This is an optimization exercise on Yosys and OpenROAD, whose aim is small area, a short achievable clock period and few clock cycles per item, not a production implementation.
Where RTL was checked, it was by simulation tests only, not by an equivalence proof against the original.
Power figures rest on the tool's default switching activity, not on a simulated workload.

==> delta <==
==> flow/design.v <==
package aqic_pkg;
  localparam logic [1:0] SCHEME_ATMO  = 2'd0;
  localparam logic [1:0] SCHEME_CAQI  = 2'd1;
  localparam logic [1:0] SCHEME_US    = 2'd2;
  localparam logic [1:0] SCHEME_RESET = SCHEME_US;
endpackage
module aqic_band (
  input  logic        pollutant,
  input  logic [15:0] conc,
  input  logic [1:0]  scheme,
  output logic [7:0]  sel
);
  logic [4:0] us0, us1, at, cq;
  always_comb begin
    us0 = '0;
    if (conc > 16'd120) us0 = 5'd1;
    if (conc > 16'd354) us0 = 5'd2;
    if (conc > 16'd554) us0 = 5'd3;
    if (conc > 16'd1135) us0 = 5'd4;
    if (conc > 16'd1504) us0 = 5'd5;
    if (conc > 16'd1958) us0 = 5'd6;
    if (conc > 16'd2047) us0 = 5'd7;
    if (conc > 16'd2504) us0 = 5'd8;
    if (conc > 16'd2958) us0 = 5'd9;
    if (conc > 16'd3504) us0 = 5'd10;
    if (conc > 16'd4095) us0 = 5'd11;
    if (conc > 16'd5004) us0 = 5'd12;
    if (conc > 16'd6005) us0 = 5'd13;
    if (conc > 16'd6143) us0 = 5'd14;
    if (conc > 16'd8007) us0 = 5'd15;
    if (conc > 16'd8191) us0 = 5'd16;
    if (conc > 16'd10000) us0 = 5'd17;
  end
  always_comb begin
    us1 = '0;
    if (conc > 16'd377) us1 = 5'd1;
    if (conc > 16'd540) us1 = 5'd2;
    if (conc > 16'd805) us1 = 5'd3;
    if (conc > 16'd1172) us1 = 5'd4;
    if (conc > 16'd1540) us1 = 5'd5;
    if (conc > 16'd1805) us1 = 5'd6;
    if (conc > 16'd2047) us1 = 5'd7;
    if (conc > 16'd2540) us1 = 5'd8;
    if (conc > 16'd2787) us1 = 5'd9;
    if (conc > 16'd3343) us1 = 5'd10;
    if (conc > 16'd3550) us1 = 5'd11;
    if (conc > 16'd4016) us1 = 5'd12;
    if (conc > 16'd4095) us1 = 5'd13;
    if (conc > 16'd4250) us1 = 5'd14;
    if (conc > 16'd5050) us1 = 5'd15;
    if (conc > 16'd5504) us1 = 5'd16;
    if (conc > 16'd6050) us1 = 5'd17;
  end
  always_comb begin
    at = 5'd1;
    if (pollutant) begin
      if (conc > 16'd60) at = 5'd2;
      if (conc > 16'd130) at = 5'd3;
      if (conc > 16'd200) at = 5'd4;
      if (conc > 16'd270) at = 5'd5;
      if (conc > 16'd340) at = 5'd6;
      if (conc > 16'd410) at = 5'd7;
      if (conc > 16'd490) at = 5'd8;
      if (conc > 16'd640) at = 5'd9;
      if (conc > 16'd790) at = 5'd10;
    end else begin
      if (conc > 16'd110) at = 5'd2;
      if (conc > 16'd240) at = 5'd3;
      if (conc > 16'd360) at = 5'd4;
      if (conc > 16'd410) at = 5'd5;
      if (conc > 16'd470) at = 5'd6;
      if (conc > 16'd530) at = 5'd7;
      if (conc > 16'd580) at = 5'd8;
      if (conc > 16'd640) at = 5'd9;
      if (conc > 16'd690) at = 5'd10;
    end
  end
  always_comb begin
    cq = 5'd1;
    if (pollutant) begin
      if (conc > 16'd250) cq = 5'd2;
      if (conc > 16'd500) cq = 5'd3;
      if (conc > 16'd900) cq = 5'd4;
      if (conc > 16'd1800) cq = 5'd5;
    end else begin
      if (conc > 16'd150) cq = 5'd2;
      if (conc > 16'd300) cq = 5'd3;
      if (conc > 16'd550) cq = 5'd4;
      if (conc > 16'd1100) cq = 5'd5;
    end
    if (conc == 16'd0) cq = '0;
  end
  always_comb begin
    if (scheme == aqic_pkg::SCHEME_ATMO)      sel = {2'd0, pollutant, at};
    else if (scheme == aqic_pkg::SCHEME_CAQI) sel = {2'd1, pollutant, cq};
    else                                      sel = {2'd2, pollutant, pollutant ? us1 : us0};
  end
endmodule
module aqic_interp (
  input  logic [7:0]  sel,
  output logic [11:0] m,
  output logic [22:0] a,
  output logic [2:0]  category
);
  always_comb begin
    m = '0;
    a = '0;
    category = 3'd6;
    casez (sel)
      {2'd2, 1'b0, 5'd0}: begin m = 12'd3412; a = 23'd512; category = 3'd1; end   
      {2'd2, 1'b0, 5'd1}: begin m = 12'd1723; a = 23'd209312; category = 3'd2; end   
      {2'd2, 1'b0, 5'd2}: begin m = 12'd2017; a = 23'd111392; category = 3'd3; end   
      {2'd2, 1'b0, 5'd3}: begin m = 12'd423; a = 23'd1002232; category = 3'd4; end   
      {2'd2, 1'b0, 5'd4}: begin m = 12'd423; a = 23'd1002208; category = 3'd4; end   
      {2'd2, 1'b0, 5'd5}: begin m = 12'd812; a = 23'd424536; category = 3'd5; end   
      {2'd2, 1'b0, 5'd6}: begin m = 12'd818; a = 23'd412672; category = 3'd5; end   
      {2'd2, 1'b0, 5'd7}: begin m = 12'd812; a = 23'd2087408; category = 3'd5; end   
      {2'd2, 1'b0, 5'd8}: begin m = 12'd812; a = 23'd2094712; category = 3'd6; end   
      {2'd2, 1'b0, 5'd9}: begin m = 12'd812; a = 23'd2094608; category = 3'd6; end   
      {2'd2, 1'b0, 5'd10}: begin m = 12'd541; a = 23'd2496768; category = 3'd6; end   
      {2'd2, 1'b0, 5'd11}: begin m = 12'd541; a = 23'd3604772; category = 3'd6; end   
      {2'd2, 1'b0, 5'd12}: begin m = 12'd819; a = 23'd3359722; category = 3'd6; end   
      {2'd2, 1'b0, 5'd13}: begin m = 12'd818; a = 23'd3360768; category = 3'd6; end   
      {2'd2, 1'b0, 5'd14}: begin m = 12'd819; a = 23'd5035794; category = 3'd6; end   
      {2'd2, 1'b0, 5'd15}: begin m = 12'd818; a = 23'd5036544; category = 3'd6; end   
      {2'd2, 1'b0, 5'd16}: begin m = 12'd819; a = 23'd6711868; category = 3'd6; end   
      {2'd2, 1'b0, 5'd17}: begin m = 12'd0; a = 23'd8200192; category = 3'd6; end   
      {2'd2, 1'b1, 5'd0}: begin m = 12'd758; a = 23'd168; category = 3'd1; end   
      {2'd2, 1'b1, 5'd1}: begin m = 12'd758; a = 23'd320; category = 3'd1; end   
      {2'd2, 1'b1, 5'd2}: begin m = 12'd402; a = 23'd200312; category = 3'd2; end   
      {2'd2, 1'b1, 5'd3}: begin m = 12'd402; a = 23'd200240; category = 3'd2; end   
      {2'd2, 1'b1, 5'd4}: begin m = 12'd402; a = 23'd200160; category = 3'd2; end   
      {2'd2, 1'b1, 5'd5}: begin m = 12'd402; a = 23'd207912; category = 3'd3; end   
      {2'd2, 1'b1, 5'd6}: begin m = 12'd402; a = 23'd207872; category = 3'd3; end   
      {2'd2, 1'b1, 5'd7}: begin m = 12'd402; a = 23'd1031056; category = 3'd3; end   
      {2'd2, 1'b1, 5'd8}: begin m = 12'd398; a = 23'd1040800; category = 3'd4; end   
      {2'd2, 1'b1, 5'd9}: begin m = 12'd398; a = 23'd1040704; category = 3'd4; end   
      {2'd2, 1'b1, 5'd10}: begin m = 12'd398; a = 23'd1040608; category = 3'd4; end   
      {2'd2, 1'b1, 5'd11}: begin m = 12'd1160; a = 23'd8291776; category = 3'd5; end   
      {2'd2, 1'b1, 5'd12}: begin m = 12'd1155; a = 23'd8301760; category = 3'd5; end   
      {2'd2, 1'b1, 5'd13}: begin m = 12'd1160; a = 23'd2278960; category = 3'd5; end   
      {2'd2, 1'b1, 5'd14}: begin m = 12'd1015; a = 23'd2308496; category = 3'd6; end   
      {2'd2, 1'b1, 5'd15}: begin m = 12'd812; a = 23'd2509536; category = 3'd6; end   
      {2'd2, 1'b1, 5'd16}: begin m = 12'd812; a = 23'd2509440; category = 3'd6; end   
      {2'd2, 1'b1, 5'd17}: begin m = 12'd0; a = 23'd8200192; category = 3'd6; end   
      {2'd0, 1'b?, 5'd1}: begin m = 12'd0; a = 23'd8192; category = 3'd0; end   
      {2'd0, 1'b?, 5'd2}: begin m = 12'd0; a = 23'd16384; category = 3'd0; end   
      {2'd0, 1'b?, 5'd3}: begin m = 12'd0; a = 23'd24576; category = 3'd1; end   
      {2'd0, 1'b?, 5'd4}: begin m = 12'd0; a = 23'd32768; category = 3'd1; end   
      {2'd0, 1'b?, 5'd5}: begin m = 12'd0; a = 23'd40960; category = 3'd2; end   
      {2'd0, 1'b?, 5'd6}: begin m = 12'd0; a = 23'd49152; category = 3'd3; end   
      {2'd0, 1'b?, 5'd7}: begin m = 12'd0; a = 23'd57344; category = 3'd3; end   
      {2'd0, 1'b?, 5'd8}: begin m = 12'd0; a = 23'd65536; category = 3'd4; end   
      {2'd0, 1'b?, 5'd9}: begin m = 12'd0; a = 23'd73728; category = 3'd4; end   
      {2'd0, 1'b?, 5'd10}: begin m = 12'd0; a = 23'd81920; category = 3'd5; end   
      {2'd1, 1'b?, 5'd0}: begin m = 12'd0; a = 23'd0; category = 3'd1; end   
      {2'd1, 1'b?, 5'd1}: begin m = 12'd0; a = 23'd204800; category = 3'd1; end   
      {2'd1, 1'b?, 5'd2}: begin m = 12'd0; a = 23'd409600; category = 3'd2; end   
      {2'd1, 1'b?, 5'd3}: begin m = 12'd0; a = 23'd614400; category = 3'd3; end   
      {2'd1, 1'b?, 5'd4}: begin m = 12'd0; a = 23'd819200; category = 3'd4; end   
      {2'd1, 1'b?, 5'd5}: begin m = 12'd0; a = 23'd1228800; category = 3'd5; end   
      default: ;
    endcase
  end
endmodule
module air_quality_index_classifier (
  input  logic        clk,
  input  logic        rst_n,
  input  logic        in_valid,
  output logic        in_ready,
  input  logic        in_pollutant,
  input  logic [15:0] in_concentration_tenths,
  output logic        out_valid,
  input  logic        out_ready,
  output logic [9:0]  out_index_value,
  output logic [2:0]  out_category,
  input  logic        cfg_valid,
  output logic        cfg_ready,
  input  logic [1:0]  cfg_index_scheme
);
  logic        adv;
  logic [1:0]  scheme_r;
  logic        va_r, vb_r, out_valid_r;
  logic [7:0]  sel_nxt, sel_r;
  logic [10:0] x_a_r, x_b_r;
  logic [11:0] m_nxt, m_r;
  logic [22:0] a_nxt, a_r;
  logic [2:0]  cat_nxt, cat_r;
  logic [22:0] prod;
  logic [9:0]  out_idx_r;
  logic [2:0]  out_cat_r;
  assign adv       = !out_valid_r || out_ready;
  assign in_ready  = adv;
  assign cfg_ready = 1'b1;
  always_ff @(posedge clk) begin
    if (!rst_n) begin
      scheme_r    <= aqic_pkg::SCHEME_RESET;
      va_r        <= 1'b0;
      vb_r        <= 1'b0;
      out_valid_r <= 1'b0;
    end else begin
      if (cfg_valid) scheme_r <= cfg_index_scheme;
      if (adv) begin
        va_r        <= in_valid;
        vb_r        <= va_r;
        out_valid_r <= vb_r;
      end
    end
  end
  aqic_band u_band (
    .pollutant (in_pollutant),
    .conc      (in_concentration_tenths),
    .scheme    (scheme_r),
    .sel       (sel_nxt)
  );
  aqic_interp u_interp (
    .sel      (sel_r),
    .m        (m_nxt),
    .a        (a_nxt),
    .category (cat_nxt)
  );
  assign prod = 23'(x_b_r) * 23'(m_r) + 23'(a_r);
  always_ff @(posedge clk) begin
    if (adv) begin
      sel_r     <= sel_nxt;
      x_a_r     <= in_concentration_tenths[10:0];
      m_r       <= m_nxt;
      a_r       <= a_nxt;
      cat_r     <= cat_nxt;
      x_b_r     <= x_a_r;
      out_idx_r <= prod[22:13];
      out_cat_r <= cat_r;
    end
  end
  assign out_valid       = out_valid_r;
  assign out_index_value = out_idx_r;
  assign out_category    = out_cat_r;
endmodule
==> flow/run.sh <==
#!/bin/bash
# synth_recipe.tcl (not shown) runs the flow's synth.tcl, then flattens the netlist and writes it again
# the make line also repeats each setting of config.mk as NAME=value (left out here)
make -C /OpenROAD-flow-scripts/flow DESIGN_CONFIG=/design/flow/config.mk WORK_HOME=/design/flow/orfs CLKGATE_MAP_FILE= SYNTH_SCRIPT=/design/flow/synth_recipe.tcl finish
==> flow/config.mk <==
export PLATFORM = sky130hd
export DESIGN_NAME = air_quality_index_classifier
export DESIGN_NICKNAME = air_quality_index_classifier
export VERILOG_FILES = /design/flow/design.v
export SDC_FILE = /design/flow/constraint.sdc
export NUM_CORES = 4
export LEC_CHECK = 0
export CAP_MARGIN = 20
export CORE_MARGIN = 2
export CORE_UTILIZATION = 40
export SETUP_SLACK_MARGIN = 5
export SLEW_MARGIN = 20
==> flow/constraint.sdc <==
create_clock -name core_clock -period 10.0 [get_ports {clk}]
set_input_delay 2.0000 -clock core_clock [delete_from_list [all_inputs] [get_ports {clk}]]
set_output_delay 2.0000 -clock core_clock [all_outputs]
set_load 0.01 [all_outputs]
==> inputs of indigo, as changes to delta <==
--- a/flow/design.v
+++ b/flow/design.v
@@ -100,6 +100,9 @@
   input  logic [7:0]  sel,
-  output logic [11:0] m,
-  output logic [22:0] a,
+  input  logic [10:0] x,
+  output logic [9:0]  index_value,
   output logic [2:0]  category
 );
+  logic [11:0] m;
+  logic [22:0] a;
+  logic [22:0] prod;
   always_comb begin
@@ -164,2 +167,4 @@
   end
+  assign prod = 23'(x) * 23'(m) + 23'(a);
+  assign index_value = prod[22:13];
 endmodule
@@ -182,9 +187,7 @@
   logic [1:0]  scheme_r;
-  logic        va_r, vb_r, out_valid_r;
+  logic        va_r, out_valid_r;
   logic [7:0]  sel_nxt, sel_r;
-  logic [10:0] x_a_r, x_b_r;
-  logic [11:0] m_nxt, m_r;
-  logic [22:0] a_nxt, a_r;
-  logic [2:0]  cat_nxt, cat_r;
-  logic [22:0] prod;
+  logic [10:0] x_r;
+  logic [9:0]  idx_nxt;
+  logic [2:0]  cat_nxt;
   logic [9:0]  out_idx_r;
@@ -198,3 +201,2 @@
       va_r        <= 1'b0;
-      vb_r        <= 1'b0;
       out_valid_r <= 1'b0;
@@ -204,4 +206,3 @@
         va_r        <= in_valid;
-        vb_r        <= va_r;
-        out_valid_r <= vb_r;
+        out_valid_r <= va_r;
       end
@@ -216,8 +217,7 @@
   aqic_interp u_interp (
-    .sel      (sel_r),
-    .m        (m_nxt),
-    .a        (a_nxt),
-    .category (cat_nxt)
+    .sel         (sel_r),
+    .x           (x_r),
+    .index_value (idx_nxt),
+    .category    (cat_nxt)
   );
-  assign prod = 23'(x_b_r) * 23'(m_r) + 23'(a_r);
   always_ff @(posedge clk) begin
@@ -225,9 +225,5 @@
       sel_r     <= sel_nxt;
-      x_a_r     <= in_concentration_tenths[10:0];
-      m_r       <= m_nxt;
-      a_r       <= a_nxt;
-      cat_r     <= cat_nxt;
-      x_b_r     <= x_a_r;
-      out_idx_r <= prod[22:13];
-      out_cat_r <= cat_r;
+      x_r       <= in_concentration_tenths[10:0];
+      out_idx_r <= idx_nxt;
+      out_cat_r <= cat_nxt;
     end
- SETUP_SLACK_MARGIN: 5 -> unset
==> comparison <==
Against indigo, the global-route usage of delta is lower by 2.1 points. Between delta and indigo, the lower flip-flop and latch count is in indigo (gap 49). Between delta and indigo, the lower die area is in indigo (gap about 14%, measured against indigo). Against delta, the clock power of indigo is lower by about 45%. Of delta and indigo, delta has the higher routed wire length (gap about 7%, measured against indigo). Between delta and indigo, the lower sequential power is in indigo (gap 110%, measured against indigo). indigo ran to the end with no violations. delta went through all stages and came out clean. Of delta and indigo, delta has the higher core utilization (gap 2.5 points).
Testbench counts of indigo, summed over its fixed seeds: cycles 8,072, items 8,000.
The RTL of delta was laid out without a check of its function.

[re-timing with driven ports]
The flow's constraints put no driver on any port. The routed layouts listed below were extracted and timed again, unchanged, in two steps. Step 1, drivers: a clkbuf_16 drives clk and a buf_2 each remaining input, both assumed. Step 2, shift: input delay + t, output delay - t, t = (earliest + latest rising clock arrival at the registers) / 2. This alone moves slack from input paths to output paths. a / b / c = ideal ports / drivers / drivers and shift; a / b = the first two.
| run | shift t [ns] | slack for setup (ns) | worst setup path at the end |
|---|---|---|---|
| delta | 0.383 | 4.516 / 4.516 / 4.516 | register to register |
| indigo | 0.328 | 1.722 / 1.722 / 1.722 | register to register |
After both steps setup and hold are still met in every run listed.
